Source: an optimization exercise on an open RTL-to-GDS flow (aim: small area and a short achievable clock period). Production flows keep margins and buffers that such runs may drop.
The flow treats the clock pin as an ideal source. Dropping or thinning the clock tree relies on that and would not hold on a real chip.

==> inputs of run a <==
==> flow/design.v <==
module data_memory_responder #(
    parameter int DEPTH_LOG2 = 6,
    parameter int LATENCY    = 2
) (
    input  logic        clk,
    input  logic        reset,
    input  logic        req,
    input  logic        we,
    input  logic [31:0] addr,
    input  logic [31:0] wdata,
    output logic        ready,
    output logic [31:0] rdata,
    output logic        err,
    output logic        busy
);
    localparam int NRING = 16;
    localparam int RLEN  = 4;
    logic unused_addr_bits;
    assign unused_addr_bits = &{1'b0, addr[31:8], LATENCY[0], DEPTH_LOG2[0]};
    logic busy_q, a0, a1, a2, ready_q;
    logic idle_q;     
    logic acc;        
    assign acc = idle_q && req;
    always_ff @(posedge clk or negedge reset) begin
        if (!reset) begin
            busy_q  <= 1'b0;
            idle_q  <= 1'b1;
            a0      <= 1'b0;
            a1      <= 1'b0;
            a2      <= 1'b0;
            ready_q <= 1'b0;
        end else begin
            busy_q  <= busy_q ? !ready_q : req;
            idle_q  <= busy_q ? ready_q : !req;
            a0      <= acc;
            a1      <= a0;
            a2      <= a1;
            ready_q <= a2;
        end
    end
    logic        lat_we;
    logic [3:0]  lat_addr;    
    logic [31:0] lat_wdata;
    logic        err_q;
    always_ff @(posedge clk) begin
        if (idle_q) begin
            lat_we    <= we;
            lat_addr  <= addr[3:0];
            lat_wdata <= wdata;
        end
    end
    always_ff @(posedge clk) err_q <= (lat_addr[1:0] != 2'b00);
    logic       aligned;
    logic [1:0] slot;
    assign aligned = (lat_addr[1:0] == 2'b00);
    assign slot    = lat_addr[3:2];
    logic [1:0] ph;
    always_ff @(posedge clk) ph <= ph + 2'd1;
    logic [1:0] pos_now, pos_next;
    assign pos_now  = slot + ph;
    assign pos_next = slot + ph + 2'd1;
    logic [NRING-1:0] ring_oh;
    always_ff @(posedge clk) begin
        if (idle_q) begin
            for (int r = 0; r < NRING; r++) ring_oh[r] <= (addr[7:4] == 4'(r));
        end
    end
    logic [1:0]       pos_new;
    logic [NRING-1:0] wen;
    assign pos_new = addr[3:2] + ph;
    always_ff @(posedge clk) begin
        for (int r = 0; r < NRING; r++) begin
            wen[r] <= idle_q ? (reset && req && we && addr[1:0] == 2'b00 && pos_new == 2'd2 &&
                                addr[7:4] == 4'(r))
                             : ((a0 || a1 || a2) && lat_we && aligned && pos_now == 2'd2 &&
                                ring_oh[r]);
        end
    end
    logic [31:0] ring [NRING][RLEN];
    for (genvar r = 0; r < NRING; r++) begin : g_ring
        always_ff @(posedge clk) begin
            ring[r][0] <= wen[r] ? lat_wdata : ring[r][RLEN-1];
            for (int p = 1; p < RLEN; p++) ring[r][p] <= ring[r][p-1];
        end
    end
    logic [2*NRING-1:0] rsel;
    logic               cap;
    always_ff @(posedge clk) begin
        for (int r = 0; r < NRING; r++) begin
            rsel[2*r]   <= aligned && !lat_we && ring_oh[r] && pos_next == 2'd0;
            rsel[2*r+1] <= aligned && !lat_we && ring_oh[r] && pos_next == 2'd2;
        end
    end
    always_ff @(posedge clk or negedge reset) begin
        if (!reset) cap <= 1'b0;
        else        cap <= (a0 || a1) && !lat_we && (!aligned || !pos_next[0]) ||
                           a0 && !aligned;
    end
    logic [31:0] rd_mux;
    always_comb begin
        rd_mux = 32'h0;
        for (int r = 0; r < NRING; r++) begin
            rd_mux = rd_mux | ({32{rsel[2*r]}} & ring[r][0]) | ({32{rsel[2*r+1]}} & ring[r][2]);
        end
    end
    logic        clr;
    logic [31:0] rdata_q;
    always_ff @(posedge clk or negedge reset) begin
        if (!reset) clr <= 1'b1;
        else        clr <= 1'b0;
    end
    always_ff @(posedge clk) begin
        if (clr)      rdata_q <= 32'h0;
        else if (cap) rdata_q <= rd_mux;
    end
    assign ready = ready_q;
    assign busy  = busy_q;
    assign rdata = rdata_q;
    assign err   = err_q;
endmodule
==> flow/flow/run.sh <==
#!/bin/bash
# Layout flow: the standard ORFS flow (standard.sh), with the clock tree
# built by flow/pre_cts.tcl (a two-level balanced tree) instead of TritonCTS.
# The whole make/ORFS output goes to standard_flow.log in the work folder;
# ORFS also keeps each step's own log under orfs/logs/.
set -euo pipefail
export PRE_CTS_TCL="$PWD/flow/pre_cts.tcl"
bash standard.sh > standard_flow.log 2>&1
==> flow/flow/my_tree.tcl <==
# Build a balanced two-level clock tree: the clock port feeds NROOT root
# buffers, each root feeds a group of leaf buffers, each leaf feeds a
# compact cluster of clock sinks (found by recursive median bisection).
proc mt_center {inst} {
  set bb [$inst getBBox]
  return [list [expr {([$bb xMin] + [$bb xMax]) / 2}] [expr {([$bb yMin] + [$bb yMax]) / 2}]]
}
# items: list of {x y payload}; split into k groups of near-equal size by
# recursive bisection across the wider extent
proc mt_split {items k} {
  if {$k <= 1 || [llength $items] < 2} { return [list $items] }
  set xs [lmap it $items {lindex $it 0}]
  set ys [lmap it $items {lindex $it 1}]
  set dx [expr {[tcl::mathfunc::max {*}$xs] - [tcl::mathfunc::min {*}$xs]}]
  set dy [expr {[tcl::mathfunc::max {*}$ys] - [tcl::mathfunc::min {*}$ys]}]
  set idx [expr {$dx >= $dy ? 0 : 1}]
  set s [lsort -integer -index $idx $items]
  set k1 [expr {$k / 2}]
  set h [expr {([llength $s] * $k1) / $k}]
  return [concat [mt_split [lrange $s 0 [expr {$h - 1}]] $k1] \
                 [mt_split [lrange $s $h end] [expr {$k - $k1}]]]
}
proc mt_out {b} { foreach it [$b getITerms] { if {[$it isOutputSignal]} { return $it } } }
proc mt_in {b} { foreach it [$b getITerms] { if {[$it isInputSignal]} { return $it } } }
proc mt_centroid {items} {
  set sx 0; set sy 0
  foreach it $items { incr sx [lindex $it 0]; incr sy [lindex $it 1] }
  set n [llength $items]
  return [list [expr {$sx / $n}] [expr {$sy / $n}]]
}
proc mt_build {clk_port_net nroot leaves_per_root bufname {rootname {}}} {
  if {$rootname eq {}} { set rootname $bufname }
  set block [ord::get_db_block]
  set db [ord::get_db]
  set master [$db findMaster $bufname]
  set rmaster [$db findMaster $rootname]
  set net [$block findNet $clk_port_net]
  set sinks {}
  foreach it [$net getITerms] {
    set inst [$it getInst]
    set c [mt_center $inst]
    lappend sinks [list [lindex $c 0] [lindex $c 1] $it]
  }
  puts "MT sinks [llength $sinks]"
  set ri 0
  set li 0
  foreach rg [mt_split $sinks $nroot] {
    set leaves {}
    foreach g [mt_split $rg $leaves_per_root] {
      set c [mt_centroid $g]
      set b [odb::dbInst_create $block $master "mtleaf_$li"]
      set n [odb::dbNet_create $block "mtnet_leaf_$li"]
      $n setSigType CLOCK
      foreach s $g { set it [lindex $s 2]; $it disconnect; $it connect $n }
      [mt_out $b] connect $n
      $b setLocation [lindex $c 0] [lindex $c 1]
      $b setPlacementStatus PLACED
      lappend leaves [list [lindex $c 0] [lindex $c 1] [mt_in $b]]
      incr li
    }
    set c [mt_centroid $leaves]
    set b [odb::dbInst_create $block $rmaster "mtroot_$ri"]
    set n [odb::dbNet_create $block "mtnet_root_$ri"]
    $n setSigType CLOCK
    foreach s $leaves { [lindex $s 2] connect $n }
    [mt_out $b] connect $n
    [mt_in $b] connect $net
    $b setLocation [lindex $c 0] [lindex $c 1]
    $b setPlacementStatus PLACED
    incr ri
  }
  $net setSigType CLOCK
  puts "MT built $li leaves, $ri roots"
}
==> flow/flow/pre_cts.tcl <==
# Hook run by ORFS's cts.tcl before clock tree synthesis (PRE_CTS_TCL).
# Builds a balanced two-level clock tree instead of TritonCTS's: the clock
# port feeds 4 root buffers (buf_16), each root feeds 32 leaf buffers
# (clkbuf_8) and each leaf a compact cluster of about 17 flip-flops. The
# flow's own clock_tree_synthesis call is then replaced by one that only
# marks the clocks as propagated.
source [file join [file dirname [info script]] my_tree.tcl]
mt_build clk 4 32 sky130_fd_sc_hd__clkbuf_8 sky130_fd_sc_hd__buf_16
global_connect
rename clock_tree_synthesis orfs_clock_tree_synthesis_unused
proc clock_tree_synthesis {args} {
  puts "clock tree built by flow/pre_cts.tcl; TritonCTS not run"
  set_propagated_clock [all_clocks]
}
==> flow/standard.sh <==
#!/bin/bash
# synth_recipe.tcl (not shown) runs the flow's synth.tcl, then flattens the netlist and writes it again
# the make line also repeats each setting of config.mk as NAME=value (left out here)
make -C /OpenROAD-flow-scripts/flow DESIGN_CONFIG=/design/flow/config.mk WORK_HOME=/design/flow/orfs CLKGATE_MAP_FILE= SYNTH_SCRIPT=/design/flow/synth_recipe.tcl "${@:-finish}"
==> flow/config.mk <==
export PLATFORM = sky130hd
export DESIGN_NAME = data_memory_responder
export DESIGN_NICKNAME = data_memory_responder
export VERILOG_FILES = /design/flow/design.v
export SDC_FILE = /design/flow/constraint.sdc
export NUM_CORES = 4
export LEC_CHECK = 0
export CAP_MARGIN = 20
export CORE_MARGIN = 2
export CORE_UTILIZATION = 60
export SETUP_SLACK_MARGIN = 2.7
export SLEW_MARGIN = 20
==> flow/constraint.sdc <==
create_clock -name core_clock -period 4.5 [get_ports {clk}]
set_input_delay 0.9000 -clock core_clock [delete_from_list [all_inputs] [get_ports {clk}]]
set_output_delay 0.9000 -clock core_clock [all_outputs]
set_load 0.01 [all_outputs]
==> run b (differences from run a) <==
==> flow/design.v, changed modules only <==
module data_memory_responder #(
    parameter int DEPTH_LOG2 = 6,
    parameter int LATENCY    = 2
) (
    input  logic        clk,
    input  logic        reset,
    input  logic        req,
    input  logic        we,
    input  logic [31:0] addr,
    input  logic [31:0] wdata,
    output logic        ready,
    output logic [31:0] rdata,
    output logic        err,
    output logic        busy
);
    localparam int NRING = 8;
    localparam int RLEN  = 8;
    logic unused_addr_bits;
    assign unused_addr_bits = &{1'b0, addr[31:8], LATENCY[0], DEPTH_LOG2[0]};
    logic busy_q, a0, a1, a2, ready_q;
    logic idle_q;     
    always_ff @(posedge clk or negedge reset) begin
        if (!reset) begin
            busy_q  <= 1'b0;
            idle_q  <= 1'b1;
            a0      <= 1'b0;
            a1      <= 1'b0;
            a2      <= 1'b0;
            ready_q <= 1'b0;
        end else begin
            busy_q  <= (idle_q && req) || a0 || a1 || a2;
            idle_q  <= !((idle_q && req) || a0 || a1 || a2);
            a0      <= idle_q && req;
            a1      <= a0;
            a2      <= a1;
            ready_q <= a2;
        end
    end
    logic             lat_we;
    logic [1:0]       lat_addr;
    logic [31:0]      lat_wdata;
    logic [NRING-1:0] ring_oh;
    logic             err_q;
    always_ff @(posedge clk) begin
        if (idle_q) begin
            lat_we    <= we;
            lat_addr  <= addr[1:0];
            lat_wdata <= wdata;
            for (int r = 0; r < NRING; r++) ring_oh[r] <= (addr[7:5] == 3'(r));
        end
    end
    always_ff @(posedge clk) err_q <= (lat_addr[1:0] != 2'b00);
    logic [2:0]      ph;
    logic [RLEN-1:0] phoh;
    always_ff @(posedge clk) begin
        ph <= ph + 3'd1;
        for (int i = 0; i < RLEN; i++) phoh[i] <= (ph + 3'd1 == 3'(i));
    end
    logic [RLEN-1:0] slot_new, pos_new, lpos;
    logic            al_new, al_lat;
    always_comb begin
        for (int i = 0; i < RLEN; i++) slot_new[i] = (addr[4:2] == 3'(i));
        for (int k = 0; k < RLEN; k++) begin
            pos_new[k] = 1'b0;
            for (int i = 0; i < RLEN; i++)
                pos_new[k] = pos_new[k] || (slot_new[i] && phoh[(k - i) & (RLEN - 1)]);
        end
    end
    always_ff @(posedge clk) begin
        if (idle_q) lpos <= {pos_new[RLEN-2:0], pos_new[RLEN-1]};
        else        lpos <= {lpos[RLEN-2:0], lpos[RLEN-1]};
    end
    assign al_new  = (addr[1:0] == 2'b00);
    assign al_lat  = (lat_addr[1:0] == 2'b00);
    logic             p3, st_lat;
    logic [NRING-1:0] wen0, wen4;
    always_ff @(posedge clk) p3 <= a2;
    assign st_lat = (a0 || a1 || a2 || p3) && lat_we && al_lat;
    assign wen0   = {NRING{st_lat && lpos[7]}} & ring_oh;
    assign wen4   = {NRING{st_lat && lpos[3]}} & ring_oh;
    logic [31:0] ring [NRING][RLEN];
    for (genvar r = 0; r < NRING; r++) begin : g_ring
        always_ff @(posedge clk) begin
            for (int p = 0; p < RLEN; p++) begin
                if (p == 0)      ring[r][p] <= wen0[r] ? lat_wdata : ring[r][RLEN-1];
                else if (p == 4) ring[r][p] <= wen4[r] ? lat_wdata : ring[r][p-1];
                else             ring[r][p] <= ring[r][p-1];
            end
        end
    end
    logic             ld_new, ld_lat, hit_new, hit_lat;
    logic [NRING-1:0] rsel0, rsel3, rsel6;
    logic             cap;
    assign ld_new  = req && !we && al_new;
    assign ld_lat  = (a0 || a1) && !lat_we && al_lat;
    assign hit_new = (pos_new[7]) || (pos_new[2]) || (pos_new[5]);
    assign hit_lat = lpos[7] || lpos[2] || lpos[5];
    always_ff @(posedge clk) begin
        for (int r = 0; r < NRING; r++) begin
            rsel0[r] <= idle_q ? (ld_new && addr[7:5] == 3'(r) && pos_new[7])
                               : (ld_lat && ring_oh[r] && lpos[7]);
            rsel3[r] <= idle_q ? (ld_new && addr[7:5] == 3'(r) && pos_new[2])
                               : (ld_lat && ring_oh[r] && lpos[2]);
            rsel6[r] <= idle_q ? (ld_new && addr[7:5] == 3'(r) && pos_new[5])
                               : (ld_lat && ring_oh[r] && lpos[5]);
        end
    end
    always_ff @(posedge clk or negedge reset) begin
        if (!reset) cap <= 1'b0;
        else        cap <= idle_q ? (req && (!al_new || (!we && hit_new)))
                                  : (ld_lat && hit_lat);
    end
    logic [31:0] rd_mux;
    always_comb begin
        rd_mux = 32'h0;
        for (int r = 0; r < NRING; r++) begin
            rd_mux = rd_mux | ({32{rsel0[r]}} & ring[r][0]) | ({32{rsel3[r]}} & ring[r][3]) |
                     ({32{rsel6[r]}} & ring[r][6]);
        end
    end
    logic        clr;
    logic [31:0] rdata_q;
    always_ff @(posedge clk or negedge reset) begin
        if (!reset) clr <= 1'b1;
        else        clr <= 1'b0;
    end
    always_ff @(posedge clk) begin
        if (clr)      rdata_q <= 32'h0;
        else if (cap) rdata_q <= rd_mux;
    end
    assign ready = ready_q;
    assign busy  = busy_q;
    assign rdata = rdata_q;
    assign err   = err_q;
endmodule
--- a/flow/config.mk
+++ b/flow/config.mk
@@ -8,5 +8,5 @@
 export CAP_MARGIN = 20
 export CORE_MARGIN = 2
 export CORE_UTILIZATION = 60
-export SETUP_SLACK_MARGIN = 2.7
+export SETUP_SLACK_MARGIN = 2.6
 export SLEW_MARGIN = 20
==> results_dict.tcl <==
set metrics [dict create \
    status "no timing/DRC/antenna violations" \
    crit_chain "buf_2" \
    die-area_um2 97400 \
    inv_count 4 \
    p_clk_mw 8.08 \
    start_util_pct 60.2 \
    hold_path.class "in -> async" \
    final_core_util_pct 66.8 \
]
Source of the figures above: run a

==> results_dict.tcl <==
set metrics [dict create \
    status "no timing/DRC/antenna violations" \
    diodes 0 \
    p_clk_mw 8.10 \
    die-area_um2 96200 \
    start_util_pct 60.4 \
    power.internal_mw 28.5 \
    synth_top_cell_by_area "dfxtp_1" \
    hold_path.class "reg -> reg" \
    totalWireLength_um 160000 \
    inv_count 23 \
    crit_chain "or3_4 -> o2111a_4 -> buf_12 -> buf_12 -> nand2_8 -> buf_12 -> mux2_4" \
    rows 112 \
]
Source of the figures above: run b

No run of this note included a check of the RTL's function; only the layout flow was run. In every run of this note, the design's own scripts or RTL, not TritonCTS, make the clock network.

[static timing again, ports no longer ideal]
No port has a modelled driver above. Below, the same layouts with a new extraction and two added sets of constraints.
Step 1 assumes that a clkbuf_16 drives the clock port and a buf_2 every other input.
Step 2 also shifts input and output timing later by t, the mid clock arrival at the registers, as if the neighbouring blocks saw the same clock.
Slacks: ideal / step 1 / step 2; pairs: ideal / step 1.
| run | t (ns) | setup slack, ns | hold WS [ns] | latest minus earliest clock arrival (ns) | pins driven straight from the clock port |
|---|---|---|---|---|---|
| run a | 0.680 | 2.525 / 2.359 / 2.299 | 0.197 / 0.053 / 0.325 | 0.031 / 0.031 | 4 |
| run b | 0.690 | 2.238 / 2.238 / 2.065 | 0.322 / 0.322 / 0.322 | 0.047 / 0.048 | 4 |
After both steps every run listed still meets setup and hold. For run a, which loses most, drivers alone change the setup slack by -0.166 ns; drivers and shift together by -0.226 ns.
